Context: an optimization exercise on an open-source flow, tuned for small area and a short achievable clock period. The choices shown serve that exercise and are no tape-out recipe.
RTL that was checked went through simulation tests only; none was proved equivalent to the original.
Only the layout flow was run in run 6; the RTL was not checked for function there.
Power figures rest on the tool's default switching activity, not on a simulated workload.

**flow/flow/run.sh**
```bash
#!/bin/bash
set -e
echo "export BUFFER_PORTS_ARGS = -buffer_cell sky130_fd_sc_hd__buf_1" >> config.mk
export BUFFER_PORTS_ARGS="-buffer_cell sky130_fd_sc_hd__buf_1"
bash standard.sh > standard.log 2>&1
```
**flow/standard.sh**
```bash
#!/bin/bash
# synth_recipe.tcl (not shown) runs the flow's synth.tcl, then flattens the netlist and writes it again
# the make line also repeats each setting of config.mk as NAME=value (left out here)
make -C /OpenROAD-flow-scripts/flow DESIGN_CONFIG=/design/flow/config.mk WORK_HOME=/design/flow/orfs CLKGATE_MAP_FILE= SYNTH_SCRIPT=/design/flow/synth_recipe.tcl "${@:-finish}"
```
**flow/constraint.sdc**
```tcl
create_clock -name core_clock -period 8.0 [get_ports {clk}]
set_input_delay 1.6000 -clock core_clock [delete_from_list [all_inputs] [get_ports {clk}]]
set_output_delay 1.6000 -clock core_clock [all_outputs]
set_load 0.01 [all_outputs]
```
**flow/design.v**
```verilog
package mips_pkg;
  localparam int WORD_W     = 32;
  localparam int REG_ADDR_W = 5;
  localparam int PC_W       = 30;   
  localparam logic [REG_ADDR_W-1:0] LINK_REG = 5'd31;
  typedef enum logic [5:0] {
    OP_RTYPE  = 6'b000000,
    OP_REGIMM = 6'b000001,   
    OP_J      = 6'b000010,
    OP_JAL    = 6'b000011,
    OP_BEQ    = 6'b000100,
    OP_BNE    = 6'b000101,
    OP_BLEZ   = 6'b000110,
    OP_BGTZ   = 6'b000111,
    OP_ADDI   = 6'b001000,
    OP_ADDIU  = 6'b001001,
    OP_SLTI   = 6'b001010,
    OP_SLTIU  = 6'b001011,
    OP_ANDI   = 6'b001100,
    OP_ORI    = 6'b001101,
    OP_XORI   = 6'b001110,
    OP_LUI    = 6'b001111
  } opcode_e;
  typedef enum logic [5:0] {
    FN_SLL  = 6'b000000,
    FN_SRL  = 6'b000010,
    FN_SRA  = 6'b000011,
    FN_SLLV = 6'b000100,
    FN_SRLV = 6'b000110,
    FN_SRAV = 6'b000111,
    FN_JR   = 6'b001000,
    FN_JALR = 6'b001001,
    FN_ADD  = 6'b100000,
    FN_ADDU = 6'b100001,
    FN_SUB  = 6'b100010,
    FN_SUBU = 6'b100011,
    FN_AND  = 6'b100100,
    FN_OR   = 6'b100101,
    FN_XOR  = 6'b100110,
    FN_NOR  = 6'b100111,
    FN_SLT  = 6'b101010,
    FN_SLTU = 6'b101011
  } func_e;
  typedef enum logic [3:0] {
    ALU_ADD, ALU_SUB, ALU_SLL, ALU_SRL, ALU_SRA, ALU_AND,
    ALU_OR, ALU_XOR, ALU_NOR, ALU_SLT, ALU_SLTU, ALU_LUI
  } alu_mode_e;
  typedef enum logic [3:0] {
    BR_NONE, BR_BEQ, BR_BNE, BR_BLEZ, BR_BGTZ, BR_BLTZ,
    BR_BGEZ, BR_J, BR_JAL, BR_JR, BR_JALR
  } branch_e;
  typedef enum logic [3:0] {
    EXC_RI = 4'd10,
    EXC_OV = 4'd12
  } excode_e;
endpackage
`timescale 1ns/1ns
import mips_pkg::*;
module mips_field_decode
(
  input  logic [WORD_W-1:0]     instr,
  output logic                  imm_op,      
  output logic                  imm_sext,    
  output logic                  sub,         
  output logic                  sh_var,      
  output logic                  sh_left,
  output logic                  sh_arith,
  output logic [1:0]            lop,         
  output logic                  sel_sum,
  output logic                  sel_logic,
  output logic                  sel_less,
  output logic                  less_uns,
  output logic                  sel_sll,
  output logic                  sel_sr,
  output logic                  sel_lui,
  output logic                  sel_link,
  output logic                  br_r,        
  output logic                  br_regimm,   
  output logic                  br_j,        
  output logic                  br_eq,       
  output logic                  br_lez,      
  output logic                  br_inv,      
  output logic                  br_target,   
  output logic                  tgt_jr,
  output logic                  tgt_j,
  output logic                  writes_reg,
  output logic [REG_ADDR_W-1:0] waddr,
  output logic                  checks_ov,
  output logic                  reserved
);
  logic [5:0] op;
  logic [5:0] fn;
  logic [4:0] f_rt;
  logic [4:0] f_rd;
  logic       op_lo0;    
  logic       r_t;       
  logic       i_t;       
  logic       jal;
  logic       fn_ok;
  logic       wr;
  assign op   = instr[31:26];
  assign fn   = instr[5:0];
  assign f_rt = instr[20:16];
  assign f_rd = instr[15:11];
  assign op_lo0 = (op[3:0] == 4'b0000);
  assign r_t    = op_lo0;
  assign i_t    = op[3];
  assign jal    = (op[3:0] == 4'b0011);
  always_comb
  begin
    case (fn)
      6'h00, 6'h02, 6'h03, 6'h04, 6'h06, 6'h07, 6'h08, 6'h09,
      6'h20, 6'h21, 6'h22, 6'h23, 6'h24, 6'h25, 6'h26, 6'h27,
      6'h2a, 6'h2b: fn_ok = 1'b1;
      default:      fn_ok = 1'b0;
    endcase
  end
  always_comb
  begin
    reserved = 1'b0;
    if (op[5:4] != 2'b00)
      reserved = 1'b1;
    else if (op[3:0] == 4'b0000)
      reserved = ~fn_ok;
    else if (op[3:0] == 4'b0001)
      reserved = (f_rt[4:1] != 4'b0000);
  end
  assign imm_op   = i_t;
  assign imm_sext = ~op[2];
  assign sub      = i_t ? op[1] : (fn[1] & ~op[2]);
  assign sh_var   = fn[2];
  assign sh_left  = ~fn[1];
  assign sh_arith = fn[0];
  assign lop      = i_t ? op[1:0] : fn[1:0];
  assign sel_sum   = i_t ? (~op[2] & ~op[1]) : (fn[5] & ~fn[3] & ~fn[2]);
  assign sel_logic = i_t ? (op[2] & ~(op[1] & op[0])) : (fn[5] & fn[2]);
  assign sel_less  = i_t ? (~op[2] & op[1]) : (fn[5] & fn[3]);
  assign less_uns  = i_t ? op[0] : fn[0];
  assign sel_sll   = ~i_t & ~fn[5] & ~fn[1];
  assign sel_sr    = ~i_t & ~fn[5] & fn[1];
  assign sel_lui   = i_t & op[2] & op[1] & op[0];
  assign sel_link  = (r_t & ~fn[5] & fn[3]) | jal;
  assign br_r      = r_t & ~fn[5] & fn[3];
  assign br_regimm = (op[3:0] == 4'b0001);
  assign br_j      = (op[3:1] == 3'b001);
  assign br_eq     = (op[3:1] == 3'b010);
  assign br_lez    = (op[3:1] == 3'b011);
  assign br_inv    = br_regimm ? f_rt[0] : op[0];
  assign br_target = (op[5:3] == 3'b000) &
                     ((op[2:0] == 3'b000) ? (fn[5:1] == 5'b00100) :
                      (op[2:0] == 3'b001) ? (f_rt[4:1] == 4'b0000) : 1'b1);
  assign tgt_jr    = ~op[2] & ~op[1] & ~op[0];
  assign tgt_j     = ~op[2] & op[1];
  assign wr         = (r_t & ~(~fn[5] & fn[3] & ~fn[0])) | i_t | jal;
  assign waddr      = op[3] ? f_rt : (f_rd | {5{op[0]}});
  assign writes_reg = wr & (waddr != 5'd0);
  assign checks_ov  = (r_t & fn[5] & ~fn[3] & ~fn[2] & ~fn[0]) |
                      (op[3] & ~op[2] & ~op[1] & ~op[0]);
endmodule
`timescale 1ns/1ns
import mips_pkg::*;
module mips_alu
#(
  parameter int ADDER = 0    
)
(
  input  logic [WORD_W-1:0] rs_data,
  input  logic [WORD_W-1:0] rt_data,
  input  logic [15:0]       imm,
  input  logic [4:0]        sa,
  input  logic              imm_op,
  input  logic              imm_sext,
  input  logic              sub,
  input  logic              sh_var,
  input  logic              sh_left,
  input  logic              sh_arith,
  input  logic [1:0]        lop,
  input  logic              sel_sum,
  input  logic              sel_logic,
  input  logic              sel_less,
  input  logic              less_uns,
  input  logic              sel_sll,
  input  logic              sel_sr,
  input  logic              sel_lui,
  output logic [WORD_W-1:0] result,
  output logic              overflow,
  output logic              equal
);
  localparam int N = WORD_W;
  logic [N-1:0] a;
  logic [N-1:0] b;
  logic [N-1:0] bx;
  logic [N-1:0] p;
  logic [N-1:0] g;
  logic [N:0]   c;       
  logic [N-1:0] sum;
  logic         less;
  logic [N-1:0] logic_r;
  assign a = rs_data;
  assign b = imm_op ? {{16{imm_sext & imm[15]}}, imm} : rt_data;
  assign bx = b ^ {N{sub}};
  assign p  = a ^ bx;
  assign g  = a & bx;
  logic [N-1:0] gc;
  mips_prefix #(.W(N), .ARCH(ADDER)) i_prefix (
    .g  ({g[N-1:1], g[0] | (p[0] & sub)}),
    .p  (p),
    .gc (gc)
  );
  assign c[N:1] = gc;
  assign c[0] = sub;
  assign sum  = p ^ c[N-1:0];
  assign overflow = c[N-1] ^ c[N];
  assign less  = less_uns ? ~c[N] : (p[N-1] ^ c[N]);
  assign equal = ~|p;
  logic lg_g;
  logic lg_o;
  logic lg_x;
  logic lg_n;
  assign lg_g = sel_logic & (lop == 2'b00);
  assign lg_o = sel_logic & (lop == 2'b01);
  assign lg_x = sel_logic & (lop == 2'b10);
  assign lg_n = sel_logic & (lop == 2'b11);
  assign logic_r = ({N{lg_g}} & g) | ({N{lg_o}} & (p | g)) | ({N{lg_x}} & ~p)
                 | ({N{lg_n}} & ~(a | b));
  logic [4:0]   shamt;
  logic [N-1:0] sh_in;
  logic [N-1:0] sh_out;
  logic         fill;
  assign shamt = sh_var ? rs_data[4:0] : sa;
  assign fill  = sh_arith & rt_data[N-1];
  always_comb
  begin
    for (int i = 0; i < N; i++)
      sh_in[i] = sh_left ? rt_data[N-1-i] : rt_data[i];
  end
  logic [N-1:0] s1, s2, s3, s4;
  assign s1     = shamt[4] ? {{16{fill}}, sh_in[N-1:16]} : sh_in;
  assign s2     = shamt[3] ? {{8{fill}},  s1[N-1:8]}     : s1;
  assign s3     = shamt[2] ? {{4{fill}},  s2[N-1:4]}     : s2;
  assign s4     = shamt[1] ? {{2{fill}},  s3[N-1:2]}     : s3;
  assign sh_out = shamt[0] ? {fill,       s4[N-1:1]}     : s4;
  logic [N-1:0] sh_rev;
  always_comb
  begin
    for (int i = 0; i < N; i++)
      sh_rev[i] = sh_out[N-1-i];
  end
  assign result = ({N{sel_sum}}   & sum)
                | logic_r
                | ({N{sel_less}}  & {{(N-1){1'b0}}, less})
                | ({N{sel_sll}}   & sh_rev)
                | ({N{sel_sr}}    & sh_out)
                | ({N{sel_lui}}   & {imm, 16'h0000});
endmodule
module mips_prefix
#(
  parameter int W    = 32,
  parameter int ARCH = 0    
)
(
  input  logic [W-1:0] g,
  input  logic [W-1:0] p,
  output logic [W-1:0] gc
);
  localparam int LG = (W <= 2) ? 1 : (W <= 4) ? 2 : (W <= 8) ? 3 : (W <= 16) ? 4 : (W <= 32) ? 5 : 6;
  generate
    if (ARCH == 3)
    begin : g_rip
      logic [W-1:0] r;
      assign r[0] = g[0];
      for (genvar i = 1; i < W; i++)
      begin : g_bit
        assign r[i] = g[i] | (p[i] & r[i-1]);
      end
      assign gc = r;
    end
    else if (ARCH == 1)
    begin : g_bk
      logic [W-1:0] gu [0:LG];
      logic [W-1:0] pu [0:LG];
      logic [W-1:0] gd [0:LG];
      assign gu[0] = g;
      assign pu[0] = p;
      for (genvar l = 0; l < LG; l++)
      begin : g_up
        for (genvar i = 0; i < W; i++)
        begin : g_bit
          if (((i + 1) % (2 << l)) == 0)
          begin : g_op
            assign gu[l+1][i] = gu[l][i] | (pu[l][i] & gu[l][i - (1 << l)]);
            assign pu[l+1][i] = pu[l][i] & pu[l][i - (1 << l)];
          end
          else
          begin : g_cp
            assign gu[l+1][i] = gu[l][i];
            assign pu[l+1][i] = pu[l][i];
          end
        end
      end
      assign gd[0] = gu[LG];
      for (genvar k = 0; k < LG - 1; k++)
      begin : g_dn
        localparam int L = LG - 2 - k;
        for (genvar i = 0; i < W; i++)
        begin : g_bit
          if ((i >= (3 << L) - 1) && (((i + 1 - (1 << L)) % (2 << L)) == 0))
          begin : g_op
            assign gd[k+1][i] = gd[k][i] | (pu[LG][i] & gd[k][i - (1 << L)]);
          end
          else
          begin : g_cp
            assign gd[k+1][i] = gd[k][i];
          end
        end
      end
      assign gc = gd[LG-1];
    end
    else
    begin : g_log
      logic [W-1:0] gl [0:LG];
      logic [W-1:0] pl [0:LG];
      assign gl[0] = g;
      assign pl[0] = p;
      for (genvar l = 0; l < LG; l++)
      begin : g_lvl
        for (genvar i = 0; i < W; i++)
        begin : g_bit
          localparam int J = (ARCH == 0) ? ((i >> l) << l) - 1 : i - (1 << l);
          if ((ARCH == 0) ? (((i >> l) & 1) == 1) : (i >= (1 << l)))
          begin : g_op
            assign gl[l+1][i] = gl[l][i] | (pl[l][i] & gl[l][J]);
            assign pl[l+1][i] = pl[l][i] & pl[l][J];
          end
          else
          begin : g_cp
            assign gl[l+1][i] = gl[l][i];
            assign pl[l+1][i] = pl[l][i];
          end
        end
      end
      assign gc = gl[LG];
    end
  endgenerate
endmodule
`timescale 1ns/1ns
import mips_pkg::*;
module mips_branch_unit
#(
  parameter int ADDER = 1
)
(
  input  logic [WORD_W-1:0] rs_data,
  input  logic              equal,
  input  logic [15:0]       branch_offset,
  input  logic [25:0]       jump_index,
  input  logic [PC_W-1:0]   pc_crnt,
  input  logic [PC_W-1:0]   pc_next,
  input  logic              br_r,
  input  logic              br_regimm,
  input  logic              br_j,
  input  logic              br_eq,
  input  logic              br_lez,
  input  logic              br_inv,
  input  logic              br_target,
  input  logic              tgt_jr,
  input  logic              tgt_j,
  output logic              taken,
  output logic [PC_W-1:0]   pc_wdata    
);
  logic            rs_neg;
  logic            rs_zero;
  logic [PC_W-1:0] bta;
  logic [PC_W-1:0] target;
  assign rs_neg  = rs_data[WORD_W-1];
  assign rs_zero = ~|rs_data;
  assign taken = br_r | br_j
               | (br_regimm & (rs_neg ^ br_inv))
               | (br_eq     & (equal ^ br_inv))
               | (br_lez    & ((rs_neg | rs_zero) ^ br_inv));
  logic [16:0]      lo;
  logic             up_step;
  logic [PC_W-17:0] q;
  logic [PC_W-17:0] run;
  logic [15:0]      lg;
  logic [15:0]      lp;
  logic [15:0]      lc;
  assign lg = pc_next[15:0] & branch_offset;
  assign lp = pc_next[15:0] ^ branch_offset;
  mips_prefix #(.W(16), .ARCH(ADDER)) i_prefix (
    .g  (lg),
    .p  (lp),
    .gc (lc)
  );
  assign lo      = {lc[15], lp ^ {lc[14:0], 1'b0}};
  assign up_step = lo[16] ^ branch_offset[15];
  assign q       = pc_next[PC_W-1:16] ^ {(PC_W-16){branch_offset[15]}};
  mips_prefix #(.W(PC_W-16), .ARCH(0)) i_run (
    .g  ({{(PC_W-17){1'b0}}, up_step}),
    .p  ({q[PC_W-18:0], 1'b0}),
    .gc (run)
  );
  assign bta = {pc_next[PC_W-1:16] ^ run, lo[15:0]};
  assign target = tgt_jr ? rs_data[WORD_W-1:2]
                : tgt_j  ? {pc_crnt[PC_W-1:PC_W-4], jump_index}
                :          bta;
  assign pc_wdata = br_target ? target : PC_W'(32'h2000_0000);
endmodule
`timescale 1ns/1ns
import mips_pkg::*;
module mips_commit
#(
  parameter bit MERGE_EPC = 1'b1
)
(
  input  logic                  clk,
  input  logic                  rst_n,
  input  logic                  instr_valid,
  input  logic                  writes_reg,
  input  logic [REG_ADDR_W-1:0] waddr,
  input  logic                  checks_ov,
  input  logic                  reserved,
  input  logic                  link,        
  input  logic [WORD_W-1:0]     alu_result,
  input  logic                  overflow,
  input  logic                  taken,
  input  logic [PC_W-1:0]       pc_wdata,
  input  logic [PC_W-1:0]       pc_crnt,
  input  logic                  cause_bd,
  input  logic                  exl,
  output logic                  greg_wen,
  output logic [REG_ADDR_W-1:0] greg_waddr,
  output logic [WORD_W-1:0]     greg_wdata,
  output logic                  pcreg_wen,
  output logic [PC_W-1:0]       pcreg_wdata,
  output logic                  exception,
  output logic                  cause_wen,
  output logic [3:0]            cause_excode,
  output logic                  epc_wen,
  output logic [WORD_W-1:0]     epc_data
);
  logic            trap;    
  logic            exc;
  logic [PC_W-1:0] epc_word;
  logic [PC_W-1:0] zrun;
  logic            exc_q;
  logic            xwen_q;
  logic [2:1]      excode_q;
  assign trap = reserved | (checks_ov & overflow);
  assign exc  = instr_valid & trap;
  mips_prefix #(.W(PC_W), .ARCH(0)) i_zrun (
    .g  ({{(PC_W-1){1'b0}}, cause_bd & ~(link & ~reserved)}),
    .p  ({~pc_crnt[PC_W-2:0], 1'b0}),
    .gc (zrun)
  );
  assign epc_word = pc_crnt ^ zrun;
  always_ff @(posedge clk)
  begin
    if (!rst_n)
    begin
      greg_wen  <= 1'b0;
      pcreg_wen <= 1'b0;
      exc_q     <= 1'b0;
      xwen_q    <= 1'b0;
    end
    else
    begin
      greg_wen  <= instr_valid & writes_reg & ~trap;
      pcreg_wen <= instr_valid & (trap | taken);
      exc_q     <= exc;
      xwen_q    <= exc & ~exl;   
    end
  end
  assign exception = exc_q;
  assign cause_wen = xwen_q;
  assign epc_wen   = xwen_q;
  always_ff @(posedge clk)
  begin
    greg_waddr  <= waddr;
    pcreg_wdata <= pc_wdata;
    excode_q    <= {~reserved, reserved};
  end
  assign cause_excode = {1'b1, excode_q, 1'b0};
  generate
    if (MERGE_EPC)
    begin : g_merge
      logic [WORD_W-1:0] wdata_q;
      always_ff @(posedge clk)
        wdata_q <= (trap | link) ? {epc_word, 2'b00} : alu_result;
      assign greg_wdata = wdata_q;
      assign epc_data   = wdata_q;
    end
    else
    begin : g_split
      logic [WORD_W-1:0] wdata_q;
      logic [PC_W-1:0]   epc_q;
      always_ff @(posedge clk)
      begin
        wdata_q <= link ? {pc_crnt, 2'b00} : alu_result;
        epc_q   <= epc_word;
      end
      assign greg_wdata = wdata_q;
      assign epc_data   = {epc_q, 2'b00};
    end
  endgenerate
endmodule
`timescale 1ns/1ns
import mips_pkg::*;
module mips_exec_stage
#(
  parameter logic [31:0] EXCEPT_VEC = 32'h8000_0000
)
(
  input  logic                  clk,
  input  logic                  rst_n,
  input  logic                  instr_valid,
  input  logic [WORD_W-1:0]     instr,
  input  logic [WORD_W-1:0]     rs_data,
  input  logic [WORD_W-1:0]     rt_data,
  input  logic [PC_W-1:0]       pc_crnt,
  input  logic [PC_W-1:0]       pc_next,
  input  logic                  cause_bd,
  input  logic                  exl,
  output logic                  greg_wen,
  output logic [REG_ADDR_W-1:0] greg_waddr,
  output logic [WORD_W-1:0]     greg_wdata,
  output logic                  pcreg_wen,
  output logic [PC_W-1:0]       pcreg_wdata,
  output logic                  exception,
  output logic                  cause_wen,
  output logic [3:0]            cause_excode,
  output logic                  epc_wen,
  output logic [WORD_W-1:0]     epc_data
);
  logic                  imm_op;
  logic                  imm_sext;
  logic                  sub;
  logic                  sh_var;
  logic                  sh_left;
  logic                  sh_arith;
  logic [1:0]            lop;
  logic                  sel_sum;
  logic                  sel_logic;
  logic                  sel_less;
  logic                  less_uns;
  logic                  sel_sll;
  logic                  sel_sr;
  logic                  sel_lui;
  logic                  sel_link;
  logic                  br_r;
  logic                  br_regimm;
  logic                  br_j;
  logic                  br_eq;
  logic                  br_lez;
  logic                  br_inv;
  logic                  br_target;
  logic                  tgt_jr;
  logic                  tgt_j;
  logic                  writes_reg;
  logic [REG_ADDR_W-1:0] waddr;
  logic                  checks_ov;
  logic                  reserved;
  logic [WORD_W-1:0]     alu_result;
  logic                  overflow;
  logic                  equal;
  logic                  taken;
  logic [PC_W-1:0]       pc_wdata;
  mips_field_decode i_decode (
    .instr      (instr),
    .imm_op     (imm_op),
    .imm_sext   (imm_sext),
    .sub        (sub),
    .sh_var     (sh_var),
    .sh_left    (sh_left),
    .sh_arith   (sh_arith),
    .lop        (lop),
    .sel_sum    (sel_sum),
    .sel_logic  (sel_logic),
    .sel_less   (sel_less),
    .less_uns   (less_uns),
    .sel_sll    (sel_sll),
    .sel_sr     (sel_sr),
    .sel_lui    (sel_lui),
    .sel_link   (sel_link),
    .br_r       (br_r),
    .br_regimm  (br_regimm),
    .br_j       (br_j),
    .br_eq      (br_eq),
    .br_lez     (br_lez),
    .br_inv     (br_inv),
    .br_target  (br_target),
    .tgt_jr     (tgt_jr),
    .tgt_j      (tgt_j),
    .writes_reg (writes_reg),
    .waddr      (waddr),
    .checks_ov  (checks_ov),
    .reserved   (reserved)
  );
  mips_alu i_alu (
    .rs_data   (rs_data),
    .rt_data   (rt_data),
    .imm       (instr[15:0]),
    .sa        (instr[10:6]),
    .imm_op    (imm_op),
    .imm_sext  (imm_sext),
    .sub       (sub),
    .sh_var    (sh_var),
    .sh_left   (sh_left),
    .sh_arith  (sh_arith),
    .lop       (lop),
    .sel_sum   (sel_sum),
    .sel_logic (sel_logic),
    .sel_less  (sel_less),
    .less_uns  (less_uns),
    .sel_sll   (sel_sll),
    .sel_sr    (sel_sr),
    .sel_lui   (sel_lui),
    .result    (alu_result),
    .overflow  (overflow),
    .equal     (equal)
  );
  mips_branch_unit i_branch (
    .rs_data       (rs_data),
    .equal         (equal),
    .branch_offset (instr[15:0]),
    .jump_index    (instr[25:0]),   
    .pc_crnt       (pc_crnt),
    .pc_next       (pc_next),
    .br_r          (br_r),
    .br_regimm     (br_regimm),
    .br_j          (br_j),
    .br_eq         (br_eq),
    .br_lez        (br_lez),
    .br_inv        (br_inv),
    .br_target     (br_target),
    .tgt_jr        (tgt_jr),
    .tgt_j         (tgt_j),
    .taken         (taken),
    .pc_wdata      (pc_wdata)
  );
  mips_commit i_commit (
    .clk          (clk),
    .rst_n        (rst_n),
    .instr_valid  (instr_valid),
    .writes_reg   (writes_reg),
    .waddr        (waddr),
    .checks_ov    (checks_ov),
    .reserved     (reserved),
    .link         (sel_link),
    .alu_result   (alu_result),
    .overflow     (overflow),
    .taken        (taken),
    .pc_wdata     (pc_wdata),
    .pc_crnt      (pc_crnt),
    .cause_bd     (cause_bd),
    .exl          (exl),
    .greg_wen     (greg_wen),
    .greg_waddr   (greg_waddr),
    .greg_wdata   (greg_wdata),
    .pcreg_wen    (pcreg_wen),
    .pcreg_wdata  (pcreg_wdata),
    .exception    (exception),
    .cause_wen    (cause_wen),
    .cause_excode (cause_excode),
    .epc_wen      (epc_wen),
    .epc_data     (epc_data)
  );
endmodule
```
**flow/config.mk**
```make
export PLATFORM = sky130hd
export DESIGN_NAME = mips_exec_stage
export DESIGN_NICKNAME = mips_exec_stage
export VERILOG_FILES = /design/flow/design.v
export SDC_FILE = /design/flow/constraint.sdc
export NUM_CORES = 4
export LEC_CHECK = 0
export ABC_AREA = 1
export CAP_MARGIN = 20
export CORE_MARGIN = 2
export CORE_UTILIZATION = 50
export PLACE_DENSITY = 0.75
export SETUP_SLACK_MARGIN = 3.5
export SLEW_MARGIN = 20
export BUFFER_PORTS_ARGS = -buffer_cell sky130_fd_sc_hd__buf_1
```
==> results of run 1 <==
## Yosys cell counts (17+ instances only)
cell type    n  area share [%]
o21ai_0    110             4.7
dfxtp_1     73              12
nand4_1     32             1.7
ha_1        84             8.9
o22ai_1     25             1.3
a21oi_1     81             3.4
nor2_1     136             4.3
nand3_1    333              14
a211oi_1    28             1.8
clkbuf_1    35             1.1
buf_4       44             2.8
nor4_1      17            0.90
xor2_1      52             3.9
nor3_1      44             1.9
nand2_1    509              16
inv_1      242             7.7
buf_2       39             1.7
## metal layers
metal / share of wire, % / vias up / GRT usage [%]
met1: 36 / 7326 / 54.3
met5: 0 / - / 0
met2: 43 / 1173 / 65.1
met4: 7.6 / 0 / 26.9
li1: - / 7230 / -
met3: 13 / 242 / 9.47
## what timing repair did
| item | in CTS | in global routing |
|---|---|---|
| gates resized for setup | 110 | 185 |
| setup endpoints to repair | 36 | 36 |
| cloned | 7 | 10 |
| setup buffers | 19 | 47 |
| pin swaps | 12 | 40 |
## worst paths after layout
kind	slack (ns)	endpoint	depth (start not counted)
min	1.40	i_commit.xwen_q	2
max	3.23	i_commit.g_merge.wdata_q[17]	18
## cells in the final DEF (no fill, tap or decap), types with 9 or more instances in the layout
master / netlist / final
xor2_4: 0 / 9
xor2_2: 0 / 17
nand3b_1: 10 / 10
nand2_2: 9 / 28
nand4_1: 32 / 32
clkbuf_16: 0 / 14
nor2_4: 2 / 13
a211oi_1: 28 / 27
a21oi_2: 0 / 13
buf_12: 0 / 10
o21ai_0: 110 / 88
ha_1: 84 / 58
o211ai_1: 10 / 10
o21ai_4: 1 / 13
nand3_1: 333 / 330
o21ai_1: 15 / 14
dfxtp_1: 73 / 73
nor3_1: 44 / 41
o21ai_2: 3 / 15
nor4_1: 17 / 13
xor2_1: 52 / 26
a21oi_1: 81 / 63
nand2_4: 1 / 10
inv_2: 7 / 17
inv_1: 242 / 224
buf_1: 10 / 256
buf_4: 44 / 68
fa_1: 13 / 11
xnor2_1: 15 / 13
nand2_1: 509 / 477
ha_4: 0 / 25
nor2_1: 136 / 118
o22ai_1: 25 / 25
## through the flow
step                      area, um^2  setup slack [ns]  power, W  hold WS, ns
after floorplan                12000              3.41   0.00115         1.67
after global placement         12800              1.98   0.00144         1.76
after detailed placement       12800              1.91   0.00145         1.76
after CTS                      13900              3.49   0.00201         1.40
after global routing           15300              3.08   0.00236         1.42
final                          15300              3.23   0.00225         1.40
## power groups by stage
stage                     registers [W]  logic [W]  clock network [W]
final                          0.000406    0.00136           0.000489
after global routing           0.000409    0.00146           0.000496
after CTS                      0.000406    0.00112           0.000484
after detailed placement       0.000414    0.00104                  0
after global placement         0.000414    0.00102                  0
after floorplan                0.000426   0.000721                  0
## sequential cells by signal (all words and copies together) (netlist names)
register and cells:
i_commit.greg_wen 1, i_commit.exc_q 1, i_commit.greg_waddr 5, i_commit.xwen_q 1, i_commit.g_merge.wdata_q 32, i_commit.pcreg_wdata 30
i_commit.excode_q 2, i_commit.pcreg_wen 1
## cell families (layout without fill, tap and decap cells)
group | Yosys count | in the layout | synth area share, %
adders and majority gates | 97 | 97 | 11.1
buffers and inverters | 383 | 632 | 14.3
and+or+nand+nor | 1107 | 1109 | 41.7
other | 2 | 2 | 0.0638
AOI/OAI and AO/OA | 309 | 310 | 15.3
xor gates and xnor gates | 67 | 67 | 4.99
DFF | 73 | 73 | 12.4
## final cells by class
| type | instances | area, um^2 | share of cell area (%) |
|---|---|---|---|
| timing repair inverter | 4 | 51.3 | 0.334 |
| clock inverter | 5 | 105 | 0.685 |
| tap | 319 | 399 | 2.60 |
| sequential | 73 | 1460 | 9.53 |
| multi-input combinational | 1585 | 9990 | 65.1 |
| timing repair buffer | 361 | 2090 | 13.6 |
| clock buffer | 10 | 229 | 1.49 |
| inverter | 252 | 1010 | 6.59 |
==> flow_metrics.env, run 1 <==
export IMPL_wl_per_cell_um=21.8
export IMPL_min_delay_start="exl"
export IMPL_critical_path_required_ns=8.23
export IMPL_power_density_nw_per_um2=147
export IMPL_wirelength_mm=56.9
export IMPL_slew_violations=0
export IMPL_design_core_area_um2=23300
export IMPL_crit_chain="buf_1 > inv_1 > o21ai_1 > xor2_4 > inv_2 > ha_4 > nand4_1 > o21ai_4 > nand2_4 > nand2_8 > inv_4 > fa_2 > xor2_1 > o221ai_1 > nor4_2 > nand3_1 > nand2_1 > nand2_1"
export IMPL_syn_nets=2296
export IMPL_slew_headroom_pct=29.8
export IMPL_drive_above_1_share_pct=15.0
export IMPL_ys_flop_type="dfxtp_1"
export IMPL_cp_num_buf_inv=4
export IMPL_cts_tree="yes"
export IMPL_peakVddDrop_mv=0.0907
export IMPL_hold_path_class="input port to flip-flop"
export IMPL_root_buffer="clkbuf_16"
export IMPL_dr_pass1_iters=7
export IMPL_routed_via_density=6.12
export IMPL_crit_slowest_cell="o21ai_1"
export IMPL_power_combinational_fraction_pct=60.3
export IMPL_grt_pass1_vias=13829
export IMPL_grt_max_degree=51
export IMPL_netlist_area_um2=11800
export IMPL_row_count=56
export IMPL_antenna_cells=0
export IMPL_grt_usage_pct=42.6
export IMPL_path_common_cell="nand2_1"
export IMPL_hpwl_mm=41.5
export IMPL_area_growth_pct=30.4
export IMPL_path_max_fanout=5
export IMPL_rsz0062_at_grt="true"
export IMPL_seq_power_share_pct=18.0
export IMPL_yosys_warnings=16
export IMPL_drv_cap=0
export IMPL_worst_slew_pin_slew_ns=1.05
export IMPL_finalCriticalPeriod_ns=4.77
export IMPL_cp_startpoint="rt_data[6]"
export IMPL_ant_nets=0
export IMPL_drtIter0Drc=2029
export IMPL_hold_violations=0
export IMPL_fin_crit_sh_pct=59.6
export IMPL_crit_type="input port to flip-flop"
export IMPL_cts_buffer_depth=2
export IMPL_cts_buffers=9
export IMPL_fmax_mhz=210
export IMPL_critPathTopFamily="simple AND/OR/NAND/NOR gates"
export IMPL_htree_levels=3
export IMPL_synth_avg_cell_area_um2=5.77
export IMPL_p_sw_w=0.00107
export IMPL_status="no timing/DRC/antenna violations"
export IMPL_p_clk_share_pct=21.7
export IMPL_setup_tns_ns=0
export IMPL_end_kind="flip-flop"
export IMPL_start_util_pct=50.6
export IMPL_overflow=0
export IMPL_start_kind="input port"
export IMPL_dp_cells=2511
export IMPL_arrival_ns=5.00
export IMPL_intPower_w=0.00118
export IMPL_die_h_um=157
export IMPL_cts_clk_slew_worst_paths_ns=0.06
export IMPL_io_buffers=266
export IMPL_io_pins=269
export IMPL_die_x_um=157
export IMPL_drc=0
export IMPL_vias=15971
export IMPL_synthArstFlopShare_pct=0
export IMPL_finalNetCount=2544
export IMPL_place_congestion=1.02
export IMPL_fin_util_pct=65.9
export IMPL_leakage_nw=7.15
export IMPL_cts_sinks=73
export IMPL_antenna_found_initial=1
export IMPL_cts_hold_repair_buffers=0
export IMPL_setup_viol=0
export IMPL_grt_pass1_wl_mm=79.5
export IMPL_nFillCells=2227
export IMPL_yosys_register_bits=73
export IMPL_dieArea_um2=24800
export IMPL_p_sw_share_pct=47.5
export IMPL_synth_seq_area_share_pct=12.4
export IMPL_critical_path_max_stage_delay_ns=0.55
export IMPL_fin_cells=2609
export IMPL_ys_types=52
export IMPL_synth_edf_count=0
export IMPL_syn_inst=2038
==> run 2: changes to the inputs <==
--- a/flow/design.v
+++ b/flow/design.v
@@ -128,5 +128,5 @@
   assign imm_op   = i_t;
   assign imm_sext = ~op[2];
-  assign sub      = i_t ? op[1] : (fn[1] & ~op[2]);
+  assign sub      = i_t ? op[1] : fn[1];
   assign sh_var   = fn[2];
   assign sh_left  = ~fn[1];
@@ -213,5 +213,5 @@
   assign overflow = c[N-1] ^ c[N];
   assign less  = less_uns ? ~c[N] : (p[N-1] ^ c[N]);
-  assign equal = ~|p;
+  assign equal = sub ? &p : ~|p;
   logic lg_g;
   logic lg_o;
==> flow_metrics.env, run 2 <==
export IMPL_status="no timing/DRC/antenna violations"
export IMPL_drive_above_1_share_pct=10.4
export IMPL_area_growth_pct=20.9
export IMPL_layout_common_cells="nand2_1 (502), nand3_1 (359), inv_1 (259), buf_1 (259)"
export IMPL_cp_depth=20
export IMPL_min_delay_start="exl"
export IMPL_power_density_nw_per_um2=147
export IMPL_cts_sinks=73
export IMPL_rsz0062_at_grt="true"
export IMPL_grt_max_degree=43
export IMPL_drc=0
export IMPL_io_buffers=266
export IMPL_hold_violations=0
export IMPL_setup_tns_ns=0
export IMPL_fin_crit_sh_pct=55.9
export IMPL_cts_buffers=9
export IMPL_yosys_register_bits=73
export IMPL_overflow=0
export IMPL_end_kind="flip-flop"
export IMPL_antenna_cells=0
export IMPL_setup_viol=0
export IMPL_wirelength_mm=57.6
export IMPL_placed_cell_area_um2=12700
export IMPL_finalCriticalPeriod_ns=4.47
export IMPL_crit_slowest_cell="buf_1"
export IMPL_path_max_fanout=5
export IMPL_start_kind="input port"
export IMPL_row_count=56
export IMPL_cts_clk_slew_worst_paths_ns=0.07
export IMPL_hpwl_mm=44.3
export IMPL_worst_slew_pin_slew_ns=1.09
export IMPL_ys_types=49
export IMPL_routed_via_density=6.10
export IMPL_htree_levels=3
export IMPL_fmax_mhz=224
export IMPL_syn_nets=2317
export IMPL_drtIter0Drc=2414
export IMPL_synth_common_cells="nand2_1 (517), nand3_1 (362), inv_1 (267)"
export IMPL_crit_type="input port to flip-flop"
export IMPL_wl_per_cell_um=22.1
export IMPL_yosys_warnings=16
export IMPL_synth_most_common_cell="nand2_1"
export IMPL_design_core_area_um2=23300
export IMPL_regMostFlops="i_commit.g_merge.wdata_q"
export IMPL_crit_chain="buf_1 > inv_1 > o21ai_0 > o21ai_1 > nand3_1 > o2111ai_1 > nand2_1 > o21ai_0 > inv_1 > ha_1 > nand2_2 > inv_1 > nand3b_1 > nor3_2 > nand2_2 > nor3_2 > nand4_1 > xnor2_1 > nand2_1 > nand2_1"
export IMPL_netlist_area_um2=11800
export IMPL_dieArea_um2=24800
export IMPL_grt_usage_pct=44.1
export IMPL_critPathTopFamily="simple AND/OR/NAND/NOR gates"
export IMPL_peakVddDrop_mv=0.0898
export IMPL_syn_inst=2059
export IMPL_finalNetCount=2541
export IMPL_synth_avg_cell_area_um2=5.73
export IMPL_final_area_um2=14300
export IMPL_slew_headroom_pct=27.2
export IMPL_hold_path_class="input port to flip-flop"
export IMPL_synthArstFlopShare_pct=0
export IMPL_start_util_pct=50.5
export IMPL_io_pins=269
export IMPL_die_x_um=158
export IMPL_vias=15899
export IMPL_holdPathEnd="i_commit.xwen_q"
export IMPL_critical_path_required_ns=8.25
export IMPL_leakage_nw=6.88
export IMPL_dr_pass1_iters=10
export IMPL_grt_pass1_wl_mm=81.3
export IMPL_synth_top_cell_area_share_pct=16.5
export IMPL_top_regs="i_commit.g_merge.wdata_q x32, i_commit.pcreg_wdata x30, i_commit.greg_waddr x5"
export IMPL_critical_path_max_stage_delay_ns=0.29
export IMPL_place_congestion=1.02
export IMPL_root_buffer="clkbuf_16"
export IMPL_slew_violations=0
export IMPL_arrival_ns=4.72
export IMPL_cts_tree="yes"
export IMPL_synth_edf_count=0
export IMPL_ys_flop_type="dfxtp_1"
export IMPL_largest_reg_flops=32
export IMPL_cts_hold_repair_buffers=0
export IMPL_grt_pass1_vias=13575
export IMPL_die_h_um=158
export IMPL_synthTopCellsByArea="nand2_1 (16%), nand3_1 (15%), dfxtp_1 (12%)"
export IMPL_ant_nets=0
export IMPL_synth_seq_area_share_pct=12.4
export IMPL_antenna_found_initial=2
export IMPL_cp_num_buf_inv=4
export IMPL_whs_path_depth=2
export IMPL_layout_commonest_cell="nand2_1"
export IMPL_drv_cap=0
export IMPL_cts_buffer_depth=2
export IMPL_synth_top_area_cell="nand2_1"
[run 2: area by class of cell]
cell class,count,area (um^2)
tap,319,399
sequential,73,1460
clock buffer,10,239
timing repair buffer,340,1780
fill,2387,9080
multi-input combinational,1582,9190
clock inverter,6,90.1
inverter,277,1100
[run 2: logic make-up (layout without fill, tap and decap cells)]
logic type	count (synthesis)	count (layout)	share of synthesized area, %
and+or+nand+nor	1119	1122	42.0
DFF	73	73	12.4
AOI/OAI and AO/OA	296	296	14.5
adders and majority gates	97	97	11.1
xor gates and xnor gates	64	64	4.75
muxes	1	1	0.0849
buffers and inverters	407	633	15.1
other	2	2	0.0637
[run 2: report_power, final]
part           switching, W  internal (W)
Sequential        0.0000150      0.000392
Combinational      0.000813      0.000397
Clock              0.000197      0.000284
Total               0.00103       0.00107
[run 2: worst max path at each step]
| stage | from | endpoint | slack, ns |
|---|---|---|---|
| after floorplan | instr[29] | i_commit.g_merge.wdata_q[16] | 3.38 |
| after global placement | instr[29] | i_commit.g_merge.wdata_q[29] | 1.95 |
| after detailed placement | instr[29] | i_commit.g_merge.wdata_q[26] | 1.82 |
| after CTS | instr[29] | i_commit.g_merge.wdata_q[5] | 3.51 |
| after global routing | instr[29] | i_commit.g_merge.wdata_q[9] | 3.45 |
| final | instr[0] | i_commit.g_merge.wdata_q[22] | 3.53 |
[run 2: metrics by stage]
| step | worst slack, ns | total power (W) | instances | hold WS [ns] | util, % |
|---|---|---|---|---|---|
| detailed placement | 1.82 | 0.00144 | 2538 | 1.76 | 54.5 |
| global placement | 1.95 | 0.00143 | 2538 | 1.76 | 54.5 |
| CTS | 3.51 | 0.00196 | 2574 | 1.39 | 57.9 |
| floorplan | 3.38 | 0.00113 | 2059 | 1.67 | - |
| finish | 3.53 | 0.00210 | 2607 | 1.39 | 61.1 |
| global route | 3.45 | 0.00221 | 2607 | 1.41 | 61.1 |
[run 2: what timing repair did]
action / 4_1_cts / 5_1_grt
resized for setup: 67 / 120
gates cloned: 4 / 5
setup buffers: 16 / 28
hold endpoints to repair: 0 / 0
setup endpoints to repair: 36 / 36
pin swaps: 6 / 33
[run 2: routing by layer]
layer	track usage (%)	part of all wire, %
met1	59.0	39
met2	65.0	41
met3	13.0	14
met4	20.7	5.7
met5	0	0.026
==> run 3: changes to the inputs <==
--- a/flow/config.mk
+++ b/flow/config.mk
@@ -6,10 +6,9 @@
 export NUM_CORES = 4
 export LEC_CHECK = 0
-export ABC_AREA = 1
 export CAP_MARGIN = 20
 export CORE_MARGIN = 2
 export CORE_UTILIZATION = 50
 export PLACE_DENSITY = 0.75
-export SETUP_SLACK_MARGIN = 3.5
+export SETUP_SLACK_MARGIN = 3.0
 export SLEW_MARGIN = 20
 export BUFFER_PORTS_ARGS = -buffer_cell sky130_fd_sc_hd__buf_1
==> flow_metrics.env, run 3 <==
export IMPL_design_core_area_um2=23500
export IMPL_synth_most_common_cell="nand2_1"
export IMPL_io_buffers=266
export IMPL_synth_common_cells="nand2_1 (146), nor2_1 (130), a21oi_1 (113)"
export IMPL_met2_usage_pct=67.3
export IMPL_die_x_um=159
export IMPL_layout_commonest_cell="buf_1"
export IMPL_cts_buffers=9
export IMPL_rsz0062_at_grt="true"
export IMPL_hold_path_class="input port to flip-flop"
export IMPL_crit_type="input port to flip-flop"
export IMPL_htree_levels=3
export IMPL_critical_path_required_ns=8.20
export IMPL_leakage_nw=5.57
export IMPL_grt_pass1_wl_mm=85.5
export IMPL_wirelength_mm=58.6
export IMPL_overflow=0
export IMPL_peakVddDrop_mv=0.0983
export IMPL_synth_top_area_cell="dfxtp_1"
export IMPL_largest_reg_flops=32
export IMPL_area_growth_pct=17.7
export IMPL_regMostFlops="i_commit.g_merge.wdata_q"
export IMPL_synth_top_cell_area_share_pct=12.2
export IMPL_die_h_um=159
export IMPL_grt_usage_pct=44.0
export IMPL_synth_seq_area_share_pct=12.2
export IMPL_synth_edf_count=0
export IMPL_drive_above_1_share_pct=13.2
export IMPL_fin_crit_sh_pct=63.2
export IMPL_slew_violations=0
export IMPL_dr_pass1_iters=8
export IMPL_routed_via_density=6.96
export IMPL_ys_flop_type="dfxtp_1"
export IMPL_p_total_w=0.00208
export IMPL_status="no timing/DRC/antenna violations"
export IMPL_cts_hold_repair_buffers=0
export IMPL_path_max_fanout=23
export IMPL_power_density_nw_per_um2=147
export IMPL_wl_per_cell_um=27.2
export IMPL_place_congestion=1.08
export IMPL_grt_pass1_vias=14031
export IMPL_cts_sinks=73
export IMPL_syn_inst=1634
export IMPL_finalCriticalPeriod_ns=5.06
export IMPL_cts_buffer_depth=2
export IMPL_hold_violations=0
export IMPL_whs_path_depth=2
export IMPL_syn_nets=1892
export IMPL_top_regs="i_commit.g_merge.wdata_q x32, i_commit.pcreg_wdata x30, i_commit.greg_waddr x5"
export IMPL_dp_cells=2096
export IMPL_cts_clk_slew_worst_paths_ns=0.07
export IMPL_use_met1_pct=51.7
export IMPL_setup_viol=0
export IMPL_grt_busiest_layer="met2"
export IMPL_start_util_pct=51.0
export IMPL_yosys_register_bits=73
export IMPL_end_kind="flip-flop"
export IMPL_row_count=56
export IMPL_hpwl_mm=43.1
export IMPL_fin_util_pct=60.1
export IMPL_grt_max_degree=52
export IMPL_fmax_mhz=198
export IMPL_start_kind="input port"
export IMPL_synthTopCellsByArea="dfxtp_1 (12%), ha_1 (8.8%), mux2i_1 (8.2%)"
export IMPL_fin_cells=2151
export IMPL_drc=0
export IMPL_drtIter0Drc=2262
export IMPL_final_area_um2=14100
export IMPL_synth_avg_cell_area_um2=7.35
export IMPL_dieArea_um2=25300
export IMPL_slew_headroom_pct=20.8
export IMPL_netlist_area_um2=12000
export IMPL_root_buffer="clkbuf_16"
export IMPL_vias=14980
export IMPL_yosys_warnings=16
export IMPL_antenna_found_initial=1
export IMPL_layout_common_cells="buf_1 (251), nand2_1 (144), nor2_1 (129)"
export IMPL_finalNetCount=2083
export IMPL_drv_cap=0
export IMPL_nFillCells=2212
export IMPL_worst_slew_pin_slew_ns=1.18
export IMPL_io_pins=269
export IMPL_placed_cell_area_um2=13000
export IMPL_ant_nets=0
export IMPL_cts_tree="yes"
export IMPL_setup_tns_ns=0
export IMPL_use_met3_pct=12.5
export IMPL_synthArstFlopShare_pct=0
export IMPL_arrival_ns=5.26
export IMPL_ys_types=92
## run 3: path summary, 6_finish.rpt
| kind | from | end | slack (ns) |
|---|---|---|---|
| setup / recovery | instr[15] | i_commit.g_merge.wdata_q[20] | 2.94 |
| hold / removal | exl | i_commit.xwen_q | 1.40 |
## run 3: report_power, final
group | leakage, nW | total (W) | internal (W) | switching (W)
sequential | 0.605 | 0.000406 | 0.000393 | 0.0000134
clock | 0.131 | 0.000423 | 0.000216 | 0.000207
combinational | 4.83 | 0.00125 | 0.000441 | 0.000806
## run 3: critical path, cell delays in order
cell and delay (ns):
buf_2 0.15, buf_12 0.18, and3b_1 0.24, a21oi_2 0.29, xnor2_2 0.16, inv_1 0.06
ha_1 0.39, and4_1 0.27, and3_1 0.24, and2_1 0.22, o2bb2ai_4 0.18, or4_4 0.52
and4_4 0.24, buf_4 0.22, nor3_1 0.21, a41oi_1 0.07
## run 3: repair_timing
action                                  in CTS  in global routing
pin swaps                                   10                 23
setup buffers                               14                 14
gates resized for setup                     70                 57
gates cloned                                 7                  2
endpoints found under the setup margin      36                 33
## run 3: layer usage
layer | up-vias | routed length, um
met1 | 6897 | 20500
li1 | 6455 | -
met4 | 0 | 5720
met2 | 1255 | 24800
met3 | 373 | 7580
met5 | - | 0
## run 3: logic make-up (layout without fill, tap and decap cells)
logic type	Yosys count	after routing	share of synthesized area (%)
compound gates	519	519	29.4
flops	73	73	12.2
buf+inv	242	433	9.18
other cells	2	4	0.0625
mux	128	132	12.4
fa+ha+maj	97	97	10.9
simple gates	493	494	20.0
xor+xnor	80	80	5.83
## run 3: per-stage QoR
step	setup WS (ns)	hold WS [ns]
after floorplan	2.57	1.67
after global placement	1.48	1.75
after detailed placement	1.31	1.76
after CTS	3.00	1.40
after global routing	2.83	1.41
final	2.94	1.40
## run 3: area by class of cell
cell class                      instances  area [um^2]  area share (%)
Timing Repair Buffer                  325         1620            11.4
Inverter                               92          345            2.44
Multi-Input combinational cell       1324        10000            70.9
Clock inverter                          7         60.1           0.425
Tap cell                              319          399            2.82
Clock buffer                            9          225            1.59
Sequential cell                        73         1460            10.3
Antenna cell                            2         5.00          0.0354
==> run 4: changes to the inputs <==
--- a/flow/config.mk
+++ b/flow/config.mk
@@ -6,4 +6,5 @@
 export NUM_CORES = 4
 export LEC_CHECK = 0
+export ABC_AREA = 1
 export CAP_MARGIN = 20
 export CORE_MARGIN = 2
==> flow_metrics.env, run 4 <==
export IMPL_dieArea_um2=24800
export IMPL_met2_usage_pct=63.7
export IMPL_min_delay_start="exl"
export IMPL_yosys_register_bits=73
export IMPL_path_max_fanout=7
export IMPL_hold_path_class="input port to flip-flop"
export IMPL_status="no timing/DRC/antenna violations"
export IMPL_area_growth_pct=12.6
export IMPL_leakage_nw=6.47
export IMPL_design_core_area_um2=23300
export IMPL_critPathTopFamily="simple AND/OR/NAND/NOR gates"
export IMPL_wl_per_cell_um=21.5
export IMPL_peakVddDrop_mv=0.0931
export IMPL_grt_usage_pct=43.4
export IMPL_hpwl_mm=44.3
export IMPL_start_kind="input port"
export IMPL_crit_type="input port to flip-flop"
export IMPL_fin_crit_sh_pct=61.0
export IMPL_crit_chain="buf_1 > inv_1 > nand2_1 > o21ai_0 > xor2_1 > ha_1 > nand2_1 > nor3_2 > nand3_2 > nand2_4 > inv_1 > fa_1 > xnor2_1 > nand2_1 > o221ai_1 > nor2_1 > nand3_1 > nand2_1 > nand2_1"
export IMPL_layout_commonest_cell="nand2_1"
export IMPL_synth_common_cells="nand2_1 (517), nand3_1 (362), inv_1 (267)"
export IMPL_yosys_warnings=16
export IMPL_fin_cells=2565
export IMPL_vias=15317
export IMPL_arrival_ns=5.13
export IMPL_antenna_found_initial=0
export IMPL_end_kind="flip-flop"
export IMPL_synth_avg_cell_area_um2=5.73
export IMPL_hold_violations=0
export IMPL_cp_startpoint="instr[9]"
export IMPL_synthArstFlopShare_pct=0
export IMPL_netlist_area_um2=11800
export IMPL_cp_num_buf_inv=3
export IMPL_grt_max_degree=70
export IMPL_worst_slew_pin_slew_ns=0.983
export IMPL_largest_reg_flops=32
export IMPL_top_regs="i_commit.g_merge.wdata_q x32, i_commit.pcreg_wdata x30, i_commit.greg_waddr x5"
export IMPL_overflow=0
export IMPL_regMostFlops="i_commit.g_merge.wdata_q"
export IMPL_critical_path_max_stage_delay_ns=0.43
export IMPL_routed_via_density=5.97
export IMPL_fmax_mhz=205
export IMPL_critical_path_required_ns=8.25
export IMPL_synth_most_common_cell="nand2_1"
export IMPL_cts_buffers=9
export IMPL_root_buffer="clkbuf_16"
export IMPL_rsz0062_at_grt="false"
export IMPL_drtIter0Drc=2246
export IMPL_layout_common_cells="nand2_1 (515), nand3_1 (361), buf_1 (263)"
export IMPL_io_buffers=266
export IMPL_htree_levels=3
export IMPL_use_met1_pct=57.6
export IMPL_final_area_um2=13300
export IMPL_cts_clk_slew_worst_paths_ns=0.08
export IMPL_syn_nets=2317
export IMPL_ant_nets=0
export IMPL_drv_cap=0
export IMPL_syn_inst=2059
export IMPL_cts_tree="yes"
export IMPL_synth_seq_area_share_pct=12.4
export IMPL_place_congestion=1.05
export IMPL_cts_buffer_depth=2
export IMPL_nFillCells=2472
export IMPL_path_common_cell="nand2_1"
export IMPL_setup_viol=0
export IMPL_drive_above_1_share_pct=5.52
export IMPL_grt_busiest_layer="met2"
export IMPL_grt_pass1_vias=13554
export IMPL_cts_sinks=73
export IMPL_die_x_um=158
export IMPL_power_density_nw_per_um2=145
export IMPL_cts_hold_repair_buffers=0
export IMPL_drc=0
export IMPL_antenna_cells=0
export IMPL_slew_headroom_pct=34.4
export IMPL_setup_tns_ns=0
export IMPL_grt_pass1_wl_mm=80.2
export IMPL_start_util_pct=50.5
export IMPL_ys_flop_type="dfxtp_1"
export IMPL_finalCriticalPeriod_ns=4.88
export IMPL_wirelength_mm=55.1
export IMPL_row_count=56
export IMPL_dr_pass1_iters=9
export IMPL_p_total_w=0.00193
export IMPL_finalNetCount=2499
export IMPL_synth_top_area_cell="nand2_1"
export IMPL_synthTopCellsByArea="nand2_1 (16%), nand3_1 (15%), dfxtp_1 (12%)"
export IMPL_synth_top_cell_area_share_pct=16.5
export IMPL_dp_cells=2539
export IMPL_use_met3_pct=11.3
export IMPL_placed_cell_area_um2=12700
export IMPL_io_pins=269
export IMPL_crit_slowest_cell="ha_1"
export IMPL_ys_types=49
export IMPL_synth_edf_count=0
export IMPL_slew_violations=0
export IMPL_die_h_um=158
-- run 4: changes by cell type after synthesis, moves of 35 or more --
cell / before / now
nand3_1: 41 / 362
nand2_1: 146 / 517
a21oi_1: 113 / 60
mux2i_1: 98 / 1
xnor2_1: 58 / 10
o211ai_1: 40 / 5
inv_1: 92 / 267
-- run 4: cell type report --
class / instances / area (um^2) / area share (%)
clock buffer: 9 / 225 / 1.70
clock inverter: 7 / 61.3 / 0.462
inverter: 277 / 1070 / 8.07
multi-input combinational: 1580 / 8750 / 65.9
sequential: 73 / 1460 / 11.0
tap: 319 / 399 / 3.01
timing repair buffer: 300 / 1310 / 9.86
-- run 4: repair_timing --
action | in CTS | in global routing
hold endpoints to repair | 0 | 0
gates cloned | 0 | 1
buffers inserted | 1 | 8
endpoints found under the setup margin | 36 | 36
gates resized for setup | 23 | 45
pin swaps | 0 | 4
-- run 4: through the flow --
step / worst slack (ns) / util, % / hold WS, ns
after CTS: 3.02 / 55.8 / 1.42
final: 3.12 / 56.9 / 1.43
after detailed placement: 1.71 / 54.2 / 1.80
after floorplan: 3.03 / - / 1.67
after global placement: 1.90 / 54.2 / 1.77
after global routing: 2.96 / 56.9 / 1.44
-- run 4: power breakdown --
part           switching (W)  internal, W  leakage, nW
clock network       0.000202     0.000217        0.135
registers          0.0000143     0.000392        0.604
logic               0.000765     0.000339         5.73
total               0.000981     0.000947         6.47
-- run 4: logic make-up after synthesis --
| kind of cell | after synthesis | synth area share (%) |
|---|---|---|
| AO/OA/AOI/OAI | 296 | 14.5 |
| XOR/XNOR | 64 | 4.75 |
| adder cells (fa/ha/maj) | 97 | 11.1 |
| buffers and inverters | 407 | 15.1 |
| flip-flops | 73 | 12.4 |
| multiplexers | 1 | 0.0849 |
| other | 2 | 0.0637 |
| AND/OR/NAND/NOR | 1119 | 42.0 |
-- run 4: path summary, 6_finish.rpt --
kind | endpoint | slack, ns | depth (start not counted)
setup / recovery | i_commit.g_merge.wdata_q[17] | 3.12 | 19
hold / removal | i_commit.xwen_q | 1.43 | 2
-- run 4: layer usage --
layer  vias up  wire [um]
li1       7162          -
met1      6987      21700
met2       978      22700
met3       190       7160
met4         0       3530
met5         -          0
==> run 5: changes to the inputs <==
--- a/flow/config.mk
+++ b/flow/config.mk
@@ -11,5 +11,5 @@
 export CORE_UTILIZATION = 50
 export PLACE_DENSITY = 0.75
-export SETUP_SLACK_MARGIN = 3.0
+export SETUP_SLACK_MARGIN = 3.25
 export SLEW_MARGIN = 20
 export BUFFER_PORTS_ARGS = -buffer_cell sky130_fd_sc_hd__buf_1
==> flow_metrics.env, run 5 <==
export IMPL_grt_busiest_layer="met2"
export IMPL_wl_per_cell_um=21.6
export IMPL_placed_cell_area_um2=12700
export IMPL_cts_buffer_depth=2
export IMPL_layout_common_cells="nand2_1 (513), nand3_1 (361), inv_1 (263)"
export IMPL_ys_types=49
export IMPL_root_buffer="clkbuf_16"
export IMPL_synthAdderAreaFrac_pct=11.1
export IMPL_crit_slowest_cell="ha_1"
export IMPL_setup_viol=0
export IMPL_fin_crit_sh_pct=57.6
export IMPL_regMostFlops="i_commit.g_merge.wdata_q"
export IMPL_grt_usage_pct=43.4
export IMPL_synth_edf_count=0
export IMPL_yosys_register_bits=73
export IMPL_layout_setup_ws_ns=3.39
export IMPL_top_regs="i_commit.g_merge.wdata_q x32, i_commit.pcreg_wdata x30, i_commit.greg_waddr x5"
export IMPL_area_growth_pct=14.8
export IMPL_p_sw_share_pct=49.6
export IMPL_hpwl_mm=43.6
export IMPL_yosys_warnings=16
export IMPL_synth_top_family_by_area="simple AND/OR/NAND/NOR gates"
export IMPL_drv_cap=0
export IMPL_cts_hold_repair_buffers=0
export IMPL_critical_path_max_stage_delay_ns=0.37
export IMPL_synthSimpleGateAreaFrac_pct=42.0
export IMPL_path_common_cell="buf_4"
export IMPL_layout_commonest_cell="nand2_1"
export IMPL_synth_top_area_cell="nand2_1"
export IMPL_dp_slack_ns=1.79
export IMPL_finalCriticalPeriod_ns=4.61
export IMPL_synthArstFlopShare_pct=0
export IMPL_synthTopCellsByArea="nand2_1 (16%), nand3_1 (15%), dfxtp_1 (12%)"
export IMPL_start_util_pct=50.5
export IMPL_power_combinational_fraction_pct=57.3
export IMPL_intPower_w=0.00100
export IMPL_synth_top_cell_area_share_pct=16.5
export IMPL_arrival_ns=4.86
export IMPL_io_buffers=266
export IMPL_design_core_area_um2=23300
export IMPL_p_sw_w=0.000983
export IMPL_netlist_area_um2=11800
export IMPL_drtIter0Drc=2202
export IMPL_crit_type="input port to flip-flop"
export IMPL_status="no timing/DRC/antenna violations"
export IMPL_routed_via_density=6.09
export IMPL_io_pins=269
export IMPL_yosys_area_share_xor_xnor_pct=4.75
export IMPL_power_density_nw_per_um2=147
export IMPL_row_count=56
export IMPL_rsz0062_at_grt="false"
export IMPL_antenna_found_initial=2
export IMPL_die_h_um=158
export IMPL_ys_flop_type="dfxtp_1"
export IMPL_cts_sinks=73
export IMPL_ant_nets=0
export IMPL_synth_common_cells="nand2_1 (517), nand3_1 (362), inv_1 (267)"
export IMPL_dieArea_um2=24800
export IMPL_end_kind="flip-flop"
export IMPL_hold_ws_ns=1.40
export IMPL_min_delay_start="exl"
export IMPL_setup_tns_ns=0
export IMPL_synth_compound_area_share_pct=14.5
export IMPL_place_congestion=1.05
export IMPL_grt_pass1_wl_mm=80.7
export IMPL_syn_inst=2059
export IMPL_wirelength_mm=55.8
export IMPL_seq_power_share_pct=20.5
export IMPL_final_area_um2=13500
export IMPL_holdPathEnd="i_commit.xwen_q"
export IMPL_start_kind="input port"
export IMPL_grt_pass1_vias=13844
export IMPL_synthMuxAreaShare_pct=0.0849
export IMPL_hold_path_class="input port to flip-flop"
export IMPL_vias=15715
export IMPL_p_clk_share_pct=22.3
export IMPL_fmax_mhz=217
export IMPL_use_met1_pct=56.9
export IMPL_overflow=0
export IMPL_grt_max_degree=70
export IMPL_leakage_nw=6.61
export IMPL_syn_nets=2317
export IMPL_largest_reg_flops=32
export IMPL_worst_slew_pin_slew_ns=1.09
export IMPL_synth_most_common_cell="nand2_1"
export IMPL_use_met3_pct=12.1
export IMPL_hold_violations=0
export IMPL_slew_violations=0
export IMPL_met2_usage_pct=64.6
export IMPL_synth_avg_cell_area_um2=5.73
export IMPL_cts_buffers=9
export IMPL_whs_path_depth=2
export IMPL_drc=0
export IMPL_slew_headroom_pct=27.2
export IMPL_cts_tree="yes"
export IMPL_finalNetCount=2515
export IMPL_synth_seq_area_share_pct=12.4
export IMPL_drive_above_1_share_pct=6.63
export IMPL_crit_chain="buf_6 > buf_12 > nand2_4 > nand2_8 > buf_12 > buf_4 > xor2_1 > ha_1 > buf_4 > a21oi_2 > o21ai_0 > a21oi_2 > nand2_4 > buf_12 > buf_4 > buf_4 > buf_4 > nand2_1 > nand3_1 > nand3_1 > nand4_1 > nand2_1 > nand2_1"
export IMPL_die_x_um=158
export IMPL_dr_pass1_iters=10
export IMPL_peakVddDrop_mv=0.0825
export IMPL_htree_levels=3
export IMPL_cts_clk_slew_worst_paths_ns=0.06
export IMPL_critical_path_required_ns=8.25
export IMPL_path_max_fanout=13
[run 5: cell counts after synthesis]
Identical to the previous run, type by type.
[run 5: what timing repair did]
item	in CTS	in global routing
setup buffers	11	13
setup endpoints to repair	36	36
gates cloned	2	4
pin swaps	1	5
gates resized for setup	32	51
[run 5: per-layer routing]
| layer | vias up | wire length (um) | part of all wire, % |
|---|---|---|---|
| li1 | 7223 | - | - |
| met5 | - | 10 | 0.018 |
| met2 | 1088 | 23000 | 41 |
| met1 | 7186 | 21700 | 39 |
| met4 | 2 | 3430 | 6.1 |
| met3 | 216 | 7660 | 14 |
[run 5: layout make-up]
cell class	instances	area, um^2
clock buffer	10	239
clock inverter	6	66.3
tap	319	399
antenna	1	2.50
inverter	277	1070
timing repair buffer	314	1490
sequential	73	1460
multi-input combinational	1582	8820
fill	2434	9790
[run 5: stage by stage]
| stage | utilization [%] | total power (W) | std cells |
|---|---|---|---|
| detailed placement | 54.3 | 0.00143 | 2535 |
| CTS | 56.5 | 0.00189 | 2564 |
| finish | 58.0 | 0.00198 | 2582 |
| global placement | 54.3 | 0.00142 | 2535 |
| floorplan | - | 0.00112 | 2059 |
| global route | 58.0 | 0.00210 | 2581 |
[run 5: cell families after synthesis]
| kind of cell | Yosys count |
|---|---|
| XOR/XNOR | 64 |
| AND/OR/NAND/NOR | 1119 |
| multiplexers | 1 |
| flip-flops | 73 |
| adder cells (fa/ha/maj) | 97 |
| AO/OA/AOI/OAI | 296 |
| buffers and inverters | 407 |
| other | 2 |
[run 5: power by group through the flow]
stage / combinational (W) / clock (W) / sequential, W
finish: 0.00114 / 0.000442 / 0.000406
global route: 0.00124 / 0.000457 / 0.000410
CTS: 0.00104 / 0.000442 / 0.000406
detailed placement: 0.00102 / 0 / 0.000414
global placement: 0.00101 / 0 / 0.000415
floorplan: 0.000698 / 0 / 0.000426
[run 5: worst max-delay path: cells and delay by family]
family          cells  cell delay (ns)
buf+inv             9             1.25
simple gates        9             0.94
compound gates      3             0.52
fa+ha+maj           1             0.37
xor+xnor            1             0.17
[run 5: worst max path at each step]
stage | to | slack, ns | startpoint
finish | i_commit.g_merge.wdata_q[30] | 3.39 | instr[29]
global route | i_commit.g_merge.wdata_q[15] | 3.22 | instr[27]
CTS | i_commit.g_merge.wdata_q[17] | 3.25 | instr[29]
detailed placement | i_commit.g_merge.wdata_q[8] | 1.79 | instr[29]
global placement | i_commit.g_merge.wdata_q[2] | 1.91 | instr[29]
floorplan | i_commit.g_merge.wdata_q[16] | 3.25 | instr[29]
==> run 6: changes to the inputs <==
--- a/flow/design.v
+++ b/flow/design.v
@@ -211,5 +211,5 @@
   assign c[0] = sub;
   assign sum  = p ^ c[N-1:0];
-  assign overflow = c[N-1] ^ c[N];
+  assign overflow = ~p[N-1] & (a[N-1] ^ c[N-1]);
   assign less  = less_uns ? ~c[N] : (p[N-1] ^ c[N]);
   assign equal = sub ? &p : ~|p;
==> flow_metrics.env, run 6 <==
export IMPL_final_area_um2=13400
export IMPL_synth_common_cells="nand2_1 (511), nand3_1 (348), inv_1 (244)"
export IMPL_worst_slew_pin_slew_ns=1.05
export IMPL_synth_avg_cell_area_um2=5.83
export IMPL_finalNetCount=2465
export IMPL_synth_edf_count=0
export IMPL_cts_buffer_depth=2
export IMPL_hold_path_class="input port to flip-flop"
export IMPL_drv_cap=0
export IMPL_root_buffer="clkbuf_16"
export IMPL_synth_top_cell_area_share_pct=16.3
export IMPL_dp_cells=2492
export IMPL_regMostFlops="i_commit.g_merge.wdata_q"
export IMPL_yosys_warnings=16
export IMPL_hpwl_mm=41.6
export IMPL_whs_path_depth=2
export IMPL_end_kind="flip-flop"
export IMPL_ys_types=54
export IMPL_nFillCells=2404
export IMPL_finalCriticalPeriod_ns=4.72
export IMPL_drc=0
export IMPL_wl_per_cell_um=20.9
export IMPL_cts_sinks=73
export IMPL_overflow=0
export IMPL_synth_seq_area_share_pct=12.4
export IMPL_layout_common_cells="nand2_1 (505), nand3_1 (347), buf_1 (261)"
export IMPL_arrival_ns=4.97
export IMPL_status="no timing/DRC/antenna violations"
export IMPL_dr_pass1_iters=6
export IMPL_wirelength_mm=53.0
export IMPL_start_util_pct=50.5
export IMPL_yosys_register_bits=73
export IMPL_synthArstFlopShare_pct=0
export IMPL_leakage_nw=6.39
export IMPL_netlist_area_um2=11800
export IMPL_htree_levels=3
export IMPL_routed_via_density=5.97
export IMPL_largest_reg_flops=32
export IMPL_die_h_um=158
export IMPL_vias=15118
export IMPL_drtIter0Drc=1783
export IMPL_critical_path_required_ns=8.26
export IMPL_power_density_nw_per_um2=146
export IMPL_cts_clk_slew_worst_paths_ns=0.07
export IMPL_row_count=56
export IMPL_place_congestion=1.04
export IMPL_p_total_w=0.00196
export IMPL_layout_commonest_cell="nand2_1"
export IMPL_crit_type="input port to flip-flop"
export IMPL_setup_viol=0
export IMPL_grt_max_degree=67
export IMPL_grt_usage_pct=41.5
export IMPL_ant_nets=0
export IMPL_setup_tns_ns=0
export IMPL_fin_cells=2531
export IMPL_path_max_fanout=6
export IMPL_rsz0062_at_grt="true"
export IMPL_fin_crit_sh_pct=59.0
export IMPL_synthTopCellsByArea="nand2_1 (16%), nand3_1 (15%), dfxtp_1 (12%)"
export IMPL_grt_pass1_wl_mm=76.9
export IMPL_design_core_area_um2=23300
export IMPL_io_pins=269
export IMPL_drive_above_1_share_pct=6.83
export IMPL_hold_violations=0
export IMPL_placed_cell_area_um2=12600
export IMPL_slew_headroom_pct=30.0
export IMPL_antenna_found_initial=2
export IMPL_top_regs="i_commit.g_merge.wdata_q x32, i_commit.pcreg_wdata x30, i_commit.greg_waddr x5"
export IMPL_cts_tree="yes"
export IMPL_cts_buffers=9
export IMPL_die_x_um=158
export IMPL_syn_inst=2022
export IMPL_synth_most_common_cell="nand2_1"
export IMPL_area_growth_pct=13.7
export IMPL_dieArea_um2=24800
export IMPL_slew_violations=0
export IMPL_grt_pass1_vias=13547
export IMPL_io_buffers=266
export IMPL_hold_ws_ns=1.39
export IMPL_peakVddDrop_mv=0.0960
export IMPL_fmax_mhz=212
export IMPL_ys_flop_type="dfxtp_1"
export IMPL_syn_nets=2280
export IMPL_synth_top_area_cell="nand2_1"
export IMPL_start_kind="input port"
## run 6: worst max-delay path, cell delays in order
cell and delay, ns:
buf_1 0.21, inv_1 0.20, nand2_1 0.18, o21ai_1 0.21, xor2_1 0.21, ha_1 0.43
nand2_1 0.12, nor2_2 0.18, nand3_1 0.15, nand2_4 0.11, inv_1 0.05, fa_1 0.39
xor2_1 0.18, o221ai_1 0.16, nor3_2 0.27, nand3_1 0.16, nand2_1 0.09, nand2_1 0.05
## run 6: logic make-up (layout without fill, tap and decap cells)
family | after synthesis | after routing | share of synthesized area (%)
AND/OR/NAND/NOR | 1071 | 1073 | 40.5
buffers and inverters | 383 | 570 | 14.4
AO/OA/AOI/OAI | 330 | 330 | 16.6
adder cells (fa/ha/maj) | 97 | 97 | 11.1
flip-flops | 73 | 73 | 12.4
XOR/XNOR | 65 | 65 | 4.83
other | 2 | 3 | 0.0637
multiplexers | 1 | 1 | 0.0849
## run 6: layout make-up
class                      count  area (um^2)  area share, %
antenna                        1         2.50         0.0187
clock buffer                  10          229           1.71
clock inverter                 5         81.3          0.607
inverter                     252          978           7.30
multi-input combinational   1568         8830           65.9
sequential                    73         1460           10.9
tap                          319          399           2.98
timing repair buffer         303         1420           10.6
## run 6: per-layer routing
metal	vias to the layer above	global-route usage [%]	share of wire, %
met5	-	0	0
met4	0	27.8	7.6
met3	226	12.0	11
met2	939	66.1	44
met1	6866	48.1	37
li1	7087	-	-
## run 6: repair_timing
item                                    in CTS  in global routing
gates cloned                                 2                  3
resized for setup                           40                 55
pin swaps                                    5                 14
endpoints found under the setup margin      36                 36
hold buffers                                 0                  0
buffers inserted                             9                  9
## run 6: final timing paths
path / from / end / slack (ns)
hold / removal: exl / i_commit.xwen_q / 1.39
setup / recovery: instr[12] / i_commit.g_merge.wdata_q[17] / 3.28
## run 6: through the flow
stage / utilization [%] / setup slack (ns)
2_1_floorplan: - / 3.27
3_3_place_gp: 53.9 / 1.67
3_5_place_dp: 53.9 / 1.45
4_1_cts: 56.2 / 3.23
5_1_grt: 57.4 / 3.15
6_report: 57.4 / 3.28
## run 6: report_power, final
part           total [W]  switching (W)  internal [W]
sequential      0.000405      0.0000128      0.000392
combinational    0.00110       0.000748      0.000349
clock           0.000458       0.000186      0.000272

static timing again, ports no longer ideal:
The flow's constraints put no driver on any port. The routed layouts listed below were extracted and timed again, unchanged, in two steps. Step 1, drivers: a clkbuf_16 drives clk and a buf_2 each remaining input, both assumed. Step 2 times the ports against the registers' clock, not the clock port: input delays grow and output delays shrink by t, the midpoint of the rising clock arrivals with the driver on. Three values: no drivers, after step 1, after step 2; two values: the first two.
| run | t (ns) | setup WS [ns] | latest minus earliest clock arrival (ns) |
|---|---|---|---|
| run 1 | 0.392 | 3.233 / 3.208 / 2.817 | 0.017 / 0.017 |
| run 2 | 0.402 | 3.531 / 3.545 / 3.142 | 0.011 / 0.011 |
| run 3 | 0.408 | 2.944 / 2.866 / 2.457 | 0.022 / 0.023 |
| run 4 | 0.402 | 3.118 / 3.136 / 2.733 | 0.017 / 0.017 |
| run 5 | 0.398 | 3.389 / 3.397 / 2.999 | 0.011 / 0.011 |
| run 6 | 0.404 | 3.284 / 3.306 / 2.902 | 0.010 / 0.011 |
After both steps every run listed still meets setup and hold. For run 3, which loses most, drivers alone change the setup slack by -0.078 ns; drivers and shift together by -0.487 ns.
